Context: an optimization exercise on an open-source flow, tuned for small area, a short achievable clock period and few clock cycles per item. The choices shown serve that exercise and are no tape-out recipe. No functional check of the RTL was part of any run shown here.

## flow/design.v (module list and top-level ports; edited modules follow where they fit)
// module mul_pipe_unit: 1209 lines
// module fa_cell: 10 lines
// module ha_cell: 9 lines
module mul_pipe_unit #(
    parameter int XLEN   = 32,
    parameter int STAGES = 3,
    parameter int TAG_W  = 5
) (
    input  logic              CLK_0,
    input  logic              RST_0,
    input  logic              in_valid,
    output logic              in_ready,
    input  logic [1:0]        in_op,
    input  logic [XLEN-1:0]   in_a,
    input  logic [XLEN-1:0]   in_b,
    input  logic [TAG_W-1:0]  in_tag,
    output logic              out_valid,
    input  logic              out_ready,
    output logic [XLEN-1:0]   out_result,
    output logic [TAG_W-1:0]  out_tag
);
  // ...
==> flow/flow/run.sh <==
#!/bin/bash
# Own layout flow: the standard ORFS flow with the standard synthesis unchanged;
# the port buffers are plain sky130_fd_sc_hd__buf_1 cells. make's full output
# goes to flow_make.log here; ORFS's per-step logs are under orfs/logs/.
set -euo pipefail
bash standard.sh "BUFFER_PORTS_ARGS=-buffer_cell sky130_fd_sc_hd__buf_1"  finish > flow_make.log 2>&1
==> flow/standard.sh <==
#!/bin/bash
# synth_recipe.tcl (not shown) runs the flow's synth.tcl, then flattens the netlist and writes it again
# the make line also repeats each setting of config.mk as NAME=value (left out here)
make -C /OpenROAD-flow-scripts/flow DESIGN_CONFIG=/design/flow/config.mk WORK_HOME=/design/flow/orfs CLKGATE_MAP_FILE= SYNTH_SCRIPT=/design/flow/synth_recipe.tcl "${@:-finish}"
==> flow/config.mk <==
export PLATFORM = sky130hd
export DESIGN_NAME = mul_pipe_unit
export DESIGN_NICKNAME = mul_pipe_unit
export VERILOG_FILES = /design/flow/design.v
export SDC_FILE = /design/flow/constraint.sdc
export NUM_CORES = 4
export LEC_CHECK = 0
export ABC_AREA = 1
export CAP_MARGIN = 20
export CORE_MARGIN = 2
export CORE_UTILIZATION = 40
export SETUP_SLACK_MARGIN = 5
export SLEW_MARGIN = 20
export SYNTH_HIERARCHICAL = 1
==> flow/constraint.sdc <==
create_clock -name core_clock -period 10.0 [get_ports {CLK_0}]
set_input_delay 2.0000 -clock core_clock [delete_from_list [all_inputs] [get_ports {CLK_0}]]
set_output_delay 2.0000 -clock core_clock [all_outputs]
set_load 0.01 [all_outputs]
==> run_results.csv, run 1 <==
group,metric,value,unit
finish,largest_reg_flops,33,
detailed_routing,ant_nets,0,
clock_network,cts.sinks,161,
yosys,synth_area_leader_cell,"fa_1",
detailed_routing,viasPerCell,6.07,
yosys,synth_top_family_by_area,"adder cells",
yosys,ys_async_sr_fraction,0,
finish,regArea,4810,µm²
sta,skew,0.0142,ns
place,post-place-ws,4.01,ns
critical_path,crit_path_start_kind,"flop",
global_route,grt_pass1_wl,157000,µm
global_route,use_met2,0.428,
outcome,status,"finished clean",
floorplanning,die_w,273,µm
detailed_routing,drc,0,
clock_network,post_cts_buffers,52,
finish,nNetsFinal,3670,
yosys,synthCells,2976,
critical_path,cp-endpoint,"lc_q",
yosys,synth_xor_area_frac,0.179,
yosys,synth_edf_count,159,
sta,relSlewSlack,0.309,
finish,final_area,32400,µm²
yosys,synthTopCellsByCount,"xor2_1 (591), o22ai_1 (511), fa_1 (481)",
detailed_routing,first_pass_iters,8,
global_route,grt_most_used_layer,"met2",
==> inputs of run 2 (changes only) <==
--- a/flow/design.v
+++ b/flow/design.v
@@ -1183,31 +1183,40 @@
     fa_cell u_f475 (.a(f363s), .b(f416c), .ci(f417s), .co(f475c), .s(f475s));
     fa_cell u_f476 (.a(f363c), .b(f418s), .ci(f417c), .co(f476c), .s(f476s));
     fa_cell u_f477 (.a(h55s), .b(f418c), .ci(f419s), .co(f477c), .s(f477s));
     fa_cell u_f478 (.a(h55c), .b(h58s), .ci(f419c), .co(f478c), .s(f478s));
     fa_cell u_f479 (.a(pp[542]), .b(h58c), .ci(h59s), .co(f479c), .s(f479s));
     logic [63:0] cs_s, cs_c;
     assign cs_s = {f479s, f477c, f477s, f476s, f475s, f474s, f472c, f471c, f470c, f469c, f469s, f468s, f466c, f465c, f464c, f463c, f462c, f461c, f460c, f459c, f458c, f457c, f456c, f455c, f454c, f453c, f452c, f451c, f450c, f449c, f448c, f447c, f446c, f445c, f444c, f443c, f442c, f441c, f440c, f439c, f438c, f437c, f436c, f435c, f434c, f433c, f432c, f431c, f430c, f429c, f428c, f427c, f426c, f425c, f424c, f423c, f422c, f421c, f420c, h61c, h60c, pp[34], pp[1], bneg_q[0]};
     assign cs_c = {f478c, f478s, f476c, f475c, f474c, f473c, f473s, f472s, f471s, f470s, f468c, f467c, f467s, f466s, f465s, f464s, f463s, f462s, f461s, f460s, f459s, f458s, f457s, f456s, f455s, f454s, f453s, f452s, f451s, f450s, f449s, f448s, f447s, f446s, f445s, f444s, f443s, f442s, f441s, f440s, f439s, f438s, f437s, f436s, f435s, f434s, f433s, f432s, f431s, f430s, f429s, f428s, f427s, f426s, f425s, f424s, f423s, f422s, f421s, f420s, h61s, h60s, 1'b0, pp[0]};
-    logic [32:0] low_sum;
-    assign low_sum = {1'b0, cs_s[31:0]} + {1'b0, cs_c[31:0]};
+    logic [26:0] low_sum;
+    assign low_sum = {1'b0, cs_s[25:0]} + {1'b0, cs_c[25:0]};
     logic [31:0]      x_q, y_q;
+    logic [5:0]  lx_q, ly_q;
     logic             lc_q;
+    logic             mul_q2;
     logic [TAG_W-1:0] tag_q2;
     always_ff @(posedge CLK_0) begin
         if (adv) begin
             x_q    <= mul_q1 ? cs_s[31:0] : cs_s[63:32];
             y_q    <= mul_q1 ? cs_c[31:0] : cs_c[63:32];
-            lc_q   <= !mul_q1 & low_sum[32];
+            lx_q   <= cs_s[31:26];
+            ly_q   <= cs_c[31:26];
+            lc_q   <= low_sum[26];
+            mul_q2 <= mul_q1;
             tag_q2 <= tag_q1;
         end
     end
+    logic [6:0] lt_sum;
+    logic         cin;
+    assign lt_sum = {1'b0, lx_q} + {1'b0, ly_q} + {6'd0, lc_q};
+    assign cin    = !mul_q2 & lt_sum[6];
     logic [32:0] fin;
-    assign fin = {x_q, 1'b1} + {y_q, lc_q};
+    assign fin = {x_q, 1'b1} + {y_q, cin};
     assign out_valid  = v2;
     assign out_result = fin[32:1];
     assign out_tag    = tag_q2;
 endmodule
 module fa_cell (
     input  logic a,
     input  logic b,
     input  logic ci,
==> flow/run.sh (new file) <==
#!/bin/bash
# synth_recipe.tcl (not shown) runs the flow's synth.tcl, then flattens the netlist and writes it again
# the make line also repeats each setting of config.mk as NAME=value (left out here)
make -C /OpenROAD-flow-scripts/flow DESIGN_CONFIG=/design/flow/config.mk WORK_HOME=/design/flow/orfs CLKGATE_MAP_FILE= SYNTH_SCRIPT=/design/flow/synth_recipe.tcl finish
removed: flow/flow/run.sh
removed: flow/standard.sh
==> run_results.csv, run 2 <==
group,metric,value,unit
yosys,synthTopCellsByCount,"xor2_1 (593), o22ai_1 (512), fa_1 (481)",
critical_path,slowest_stage,"edfxtp_1",
detailed_routing,post_drt_wl_per_cell,27.2,µm
floorplanning,rows,99,
yosys,synth_flop_cell,"edfxtp_1",
yosys,synthSimpleGateAreaFrac,0.0655,
outcome,status,"finished clean",
sta,setup_slack,4.78,ns
yosys,synthesis.area,29300,µm²
clock_network,insertion_delay,0.52,ns
global_route,grt_pass1_wl,158000,µm
yosys,synth_top_family_by_area,"adder cells",
finish,layout_common_cells,"xor2_1 (592), o22ai_1 (512), fa_1 (480), nand2_1 (347), edfxtp_1 (172)",
place,placedCellCount,3832,
place,post-place-ws,3.99,ns
global_route,grt_max_degree,88,
sta,skew,0.0206,ns
sta,setup_viol,0,
clock_network,htreeDepth,4,
detailed_routing,first_pass_iters,8,
finish,synthToLayoutAreaGrowth,10.8,%
clock_network,cts-buffers-inserted,17,
sta,rsz0062_at_grt,"yes",
critical_path,crit_path_start_kind,"flop",
yosys,synth_compound_area_frac,0.132,
sta,min_period,5.22,ns
critical_path,crit_arrival,3.22,ns
finish,antennaDiodeCount,0,
clock_network,cts.sinks,174,
detailed_routing,drc,0,
finish,nNetsFinal,3600,
critical_path,r2r_slack,5.01,ns
clock_network,root_buffer,"clkbuf_16",
critical_path,critPathMaxFanout,3,
run,drv_cap,0,
place,port-buffer-count,113,
finish,largest-register,"a_q",
sta,max_freq,0.191,GHz
yosys,synth_most_common_cell,"xor2_1",
floorplanning,die_h,275,µm
yosys,yosys.area_share.adder,0.381,
finish,top_regs,"a_q (33), x_q (32), y_q (32)",
floorplanning,die_w,275,µm
clock_network,clk_pin_slew,0.09,ns
sta,relSlewSlack,0.396,
floorplanning,io_pins,114,
sta,min_period_over_period,0.522,
sta,whs,0.427,ns
place,place.gp.congestion,0.915,
clock_network,cts.path.max_buffers,2,
critical_path,required,8.00,ns
yosys,synth-seq-area-share,0.177,
worst_hold_path,min_from,"tag_q1[1]",
finish,num-fill-cells,6890,
detailed_routing,viasPerCell,6.22,
sta,worst_slew_pin_slew,0.906,ns
finish,drive_gt1_frac,0.0777,
yosys,synth_top_area_frac,0.328,
global_route,grt_pass1_vias,25900,
yosys,synth_edf_count,172,
clock_network,cts.hold.buffers_added,0,
worst_hold_path,worstHoldPathCells,0,
floorplanning,start_util,0.403,
worst_hold_path,min_path_type,"flop to flop",
critical_path,r2r-end,"lc_q",
global_route,track_usage,0.282,
critical_path,cp_slowest_stage_delay,0.43,ns
global_route,antenna_found_initial,0,
finish,final_area,32500,µm²
clock_network,cts_tree,"built",
yosys,ys_ff_latch,174,
yosys,muxShareOfSynthArea,0.00537,
critical_path,critical_path_class,"flop to output pin",
place,place_hpwl,68600,µm
critical_path,cp_cell_sequence,"ha_4, a21o_1, nor2_4, a21oi_4, fa_2, nand3_2, nand2_4, nand3_2, nand2_2, nand2_2, o211ai_4, buf_4, buf_6, buf_6, xor2_1, buf_2",
detailed_routing,dr.first_iter.drc_count,2927,
critical_path,end_kind,"output pin",
place,place_area,31200,µm²
finish,final_common_cell,"xor2_1",
yosys,ys_async_sr_fraction,0,
yosys,synthCells,2951,
yosys,synth_area_leader_cell,"fa_1",
floorplanning,core,72800,µm²
yosys,yosysWarnings,7,
detailed_routing,route.vias.total,24200,
yosys,ys_top_cells_by_area,"fa_1 (33%), xor2_1 (18%), edfxtp_1 (18%)",
yosys,synth.net_count,3631,
finish,fin_cells,3892,
detailed_routing,routed_wl,106000,µm
yosys,syn_avg_cell_area,9.94,µm²
yosys,synthDistinctLibCells,41,
finish,largest_reg_flops,33,
sta,hold_violations,0,
detailed_routing,ant_nets,0,
worst_hold_path,min_to,"tag_q2[1]",
sta,drv_slew,0,
yosys,synth_xor_area_frac,0.179,
critical_path,reg2reg_from,"bneg_q[8]",
sta,tns,0,ns
floorplanning,die_area,75500,µm²
finish,fin_util,0.446,
critical_path,reg2regPathDepth,13,
global_route,grt_overflow,0,
[run 2: kinds of logic (layout without fill, tap and decap cells)]
| family | Yosys count | after routing |
|---|---|---|
| simple gates | 479 | 479 |
| xor+xnor | 598 | 598 |
| buf+inv | 450 | 432 |
| flops | 174 | 174 |
| mux | 14 | 14 |
| fa+ha+maj | 605 | 605 |
| compound gates | 631 | 631 |
[run 2: repair_timing]
item | in CTS | in global routing
gates cloned | 2 | 2
buffers inserted | 10 | 14
resized for setup | 78 | 105
endpoints found under the setup margin | 28 | 28
pin swaps | 19 | 17
[run 2: worst max path at each step]
| stage | from | to | slack, ns | cells past startpoint |
|---|---|---|---|---|
| after floorplan | out_ready | in_ready | 3.94 | 2 |
| after global placement | out_ready | in_ready | 4.01 | 5 |
| after detailed placement | out_ready | in_ready | 3.99 | 5 |
| after CTS | lx_q[2] | out_result[25] | 4.75 | 15 |
| after global routing | lx_q[5] | out_result[31] | 4.62 | 19 |
| final | lx_q[5] | out_result[11] | 4.78 | 16 |
[run 2: worst max-delay path: cells and delay by family (launching register included)]
family	cells	cell delay [ns]
buffers and inverters	4	0.52
AND/OR/NAND/NOR	6	0.56
XOR/XNOR	1	0.14
flip-flops	1	0.43
adder cells (fa/ha/maj)	2	0.64
AO/OA/AOI/OAI	3	0.40
[run 2: final cells by class]
| type | count | area [µm²] | share of cell area |
|---|---|---|---|
| Clock buffer | 17 | 425 | 0.0131 |
| Clock inverter | 15 | 194 | 0.00597 |
| Inverter | 172 | 653 | 0.0201 |
| Multi-Input combinational cell | 2327 | 22500 | 0.692 |
| Sequential cell | 174 | 5200 | 0.160 |
| Tap cell | 959 | 1200 | 0.0369 |
| Timing Repair Buffer | 228 | 2320 | 0.0715 |
[run 2: metal layers]
layer  vias up  wire [µm]  global-route usage
met5         -          0                   0
met1     12000      39100               0.350
met2      1831      46100               0.427
met3       426      13900              0.0952
li1       9924          -                   -
met4         0       6840               0.170
[run 2: per-module statistics from Yosys, one instance, submodules excluded]
module / flip-flops and latches / cells inside / area (µm²) / copies in the design
ha_cell: 0 / 1 / 12.5 / 62
fa_cell: 0 / 1 / 20.0 / 480
mul_pipe_unit: 174 / 2409 / 18900 / 1
==> inputs of run 3 (changes only) <==
--- a/flow/config.mk
+++ b/flow/config.mk
@@ -6,5 +6,5 @@
 export NUM_CORES = 4
 export LEC_CHECK = 0
-export ABC_AREA = 1
+export ABC_CLOCK_PERIOD_IN_PS = 4500
 export CAP_MARGIN = 20
 export CORE_MARGIN = 2
==> run_results.csv, run 3 <==
group,metric,value,unit
yosys,synth.net_count,3373,
sta,whs,0.428,ns
run,drv_cap,0,
critical_path,crit_path_start_kind,"flop",
detailed_routing,viasPerCell,6.39,
floorplanning,die_area,76600,µm²
yosys,synthTopCellsByCount,"xnor2_1 (579), a22oi_1 (512), fa_1 (481)",
yosys,synth_flop_cell,"edfxtp_1",
clock_network,htreeDepth,4,
global_route,grt_pass1_wl,156000,µm
clock_network,cts-buffers-inserted,17,
yosys,yosysWarnings,7,
detailed_routing,dr.first_iter.drc_count,3003,
global_route,grt_overflow,0,
yosys,ys_top_cells_by_area,"fa_1 (32%), edfxtp_1 (17%), xnor2_1 (17%)",
sta,tns,0,ns
yosys,ys_async_sr_fraction,0,
finish,largest_reg_flops,33,
global_route,antenna_found_initial,6,
outcome,status,"finished clean",
finish,nNetsFinal,3310,
global_route,grt_max_degree,67,
detailed_routing,ant_nets,0,
floorplanning,rows,100,
finish,layout_common_cells,"xnor2_1 (572), a22oi_1 (495), fa_1 (478), edfxtp_1 (172), ha_1 (119)",
sta,setup_slack,4.19,ns
clock_network,cts.hold.buffers_added,0,
critical_path,reg2regPathDepth,15,
critical_path,crit_arrival,3.81,ns
sta,skew,0.0206,ns
global_route,track_usage,0.271,
detailed_routing,route.vias.total,23100,
finish,multi_input_area,23600,µm²
global_route,grt_pass1_vias,24900,
yosys,synth_edf_count,172,
detailed_routing,post_drt_wl_per_cell,29.5,µm
finish,synthToLayoutAreaGrowth,12.2,%
detailed_routing,routed_wl,107000,µm
sta,setup_viol,0,
finish,drive_gt1_frac,0.134,
yosys,synthesis.area,29800,µm²
clock_network,cts.path.max_buffers,2,
critical_path,critPathLaunch,"lx_q[5]",
clock_network,insertion_delay,0.51,ns
floorplanning,die_w,277,µm
place,post-place-ws,3.81,ns
sta,drv_slew,0,
clock_network,clk_pin_slew,0.08,ns
critical_path,r2r_slack,5.09,ns
finish,num-fill-cells,6828,
yosys,synth_area_leader_cell,"fa_1",
finish,largest-register,"a_q",
critical_path,reg2reg_from,"a_q[14]",
sta,min_period,5.81,ns
sta,min_period_over_period,0.581,
finish,final_area,33400,µm²
yosys,ys_ff_latch,174,
yosys,synth_most_common_cell,"xnor2_1",
worst_hold_path,min_path_type,"flop to flop",
yosys,synthDistinctLibCells,69,
clock_network,cts.sinks,174,
yosys,syn_avg_cell_area,11.0,µm²
clock_network,cts_tree,"built",
floorplanning,start_util,0.402,
finish,regArea,5200,µm²
critical_path,cp-endpoint,"out_result[29]",
critical_path,critical_path_class,"flop to output pin",
critical_path,r2r-end,"lc_q",
yosys,synth_top_area_frac,0.324,
detailed_routing,first_pass_iters,6,
place,place.gp.congestion,0.898,
sta,rsz0062_at_grt,"yes",
floorplanning,die_h,277,µm
finish,final_common_cell,"xnor2_1",
place,place_hpwl,68100,µm
floorplanning,core,74100,µm²
finish,top_regs,"a_q (33), x_q (32), y_q (32)",
sta,max_freq,0.172,GHz
sta,worst_slew_pin_slew,0.911,ns
clock_network,root_buffer,"clkbuf_16",
detailed_routing,drc,0,
sta,hold_violations,0,
floorplanning,io_pins,114,
critical_path,required,8.00,ns
place,place_area,31400,µm²
sta,relSlewSlack,0.392,
critical_path,critPathMaxFanout,3,
yosys,synth-seq-area-share,0.175,
yosys,synthCells,2693,
place,port-buffer-count,113,
critical_path,end_kind,"output pin",
-- run 3: cell count changes after synthesis, sizes merged, moves of 13 or more --
cell / previous run / this run
a22oi: 0 / 512
nor2: 76 / 13
xnor2: 5 / 579
a21oi: 59 / 46
xor2: 593 / 42
nand2b: 0 / 15
inv: 172 / 29
nand2: 370 / 85
mux2: 14 / 62
a21o: 2 / 23
buf: 79 / 58
clkbuf: 199 / 291
o22ai: 512 / 1
-- run 3: cells by family after synthesis --
family                     Yosys count  share of synthesized area
DFF                                174                      0.175
AOI/OAI and AO/OA                  679                      0.165
adders and majority gates          605                      0.376
and+or+nand+nor                    172                     0.0284
xor gates and xnor gates           621                      0.183
buffers and inverters              378                     0.0489
muxes                               64                     0.0241
-- run 3: what timing repair did --
item,in CTS,in global routing
cloned,1,7
buffers inserted,30,25
setup endpoints to repair,53,36
pin swaps,28,33
resized for setup,151,161
-- run 3: final cells by class --
| cell class | count | area share |
|---|---|---|
| Clock buffer | 17 | 0.0127 |
| Multi-Input combinational cell | 2142 | 0.706 |
| Tap cell | 969 | 0.0363 |
| Timing Repair Buffer | 266 | 0.0813 |
| Inverter | 29 | 0.00341 |
| Clock inverter | 15 | 0.00461 |
| Antenna cell | 2 | 0.000150 |
| Sequential cell | 174 | 0.156 |
-- run 3: per-module statistics from Yosys, one instance, submodules excluded --
| module | times used | flip-flops and latches |
|---|---|---|
| mul_pipe_unit | 1 | 174 |
| ha_cell | 62 | 0 |
| fa_cell | 480 | 0 |
-- run 3: worst max-delay path, cell delays in order, from the launching register on --
cell,delay (ns)
edfxtp_1,0.43
ha_4,0.30
nand3b_1,0.11
buf_4,0.16
o31a_1,0.25
buf_6,0.14
inv_6,0.05
fa_2,0.20
a21oi_2,0.06
o211ai_1,0.34
buf_4,0.19
buf_6,0.10
o21ai_4,0.05
or2_4,0.30
a21oi_4,0.20
o2111a_1,0.24
nor3_2,0.04
buf_2,0.14
-- run 3: metal layers --
| metal | track usage | up-vias | wire, µm |
|---|---|---|---|
| met5 | 0.00125 | - | 13 |
| met4 | 0.137 | 2 | 5010 |
| met3 | 0.0902 | 333 | 13300 |
| met2 | 0.414 | 1677 | 47500 |
| met1 | 0.343 | 11800 | 40600 |
| li1 | - | 9299 | - |
-- run 3: worst min-delay path by stage --
stage	start	end	slack, ns	cells after the start
final	tag_q1[1]	tag_q2[1]	0.43	0
after detailed placement	tag_q1[4]	tag_q2[4]	0.41	0
after global placement	tag_q1[2]	tag_q2[2]	0.40	0
after CTS	tag_q1[3]	tag_q2[3]	0.43	0
after floorplan	tag_q1[0]	tag_q2[0]	0.40	0
after global routing	tag_q1[2]	tag_q2[2]	0.44	0
-- run 3: through the flow --
step           cells   util
2_1_floorplan   2693      -
3_3_place_gp    3517  0.425
3_5_place_dp    3517  0.425
4_1_cts         3580  0.439
5_1_grt         3612  0.451
6_report        3614  0.451

## afterwards: timing with drivers on the ports
The flow's constraints put no driver on any port. The routed layouts listed below were extracted and timed again, unchanged, in two steps.
Step 1: set_driving_cell puts a clkbuf_16 on CLK_0 and a buf_2 on each other input, an assumption about the parent block.
Step 2 adds t to the input delays and takes it off the output delays; t is the mean of the earliest and latest rising clock arrival at the registers after step 1. Input paths then give back, and output paths get back, about the clock's delay inside the block.
Slacks: no drivers / after step 1 / after step 2; pairs: no drivers / after step 1.
run | t, ns | setup slack, ns | worst hold slack (ns)
run 1 | 0.565 | 4.901 / 4.901 / 4.901 | 0.419 / 0.419 / 0.419
run 2 | 0.570 | 4.777 / 4.714 / 5.011 | 0.427 / 0.427 / 0.427
run 3 | 0.565 | 4.192 / 4.131 / 4.695 | 0.428 / 0.428 / 0.428
After both steps setup and hold are still met in every run listed.
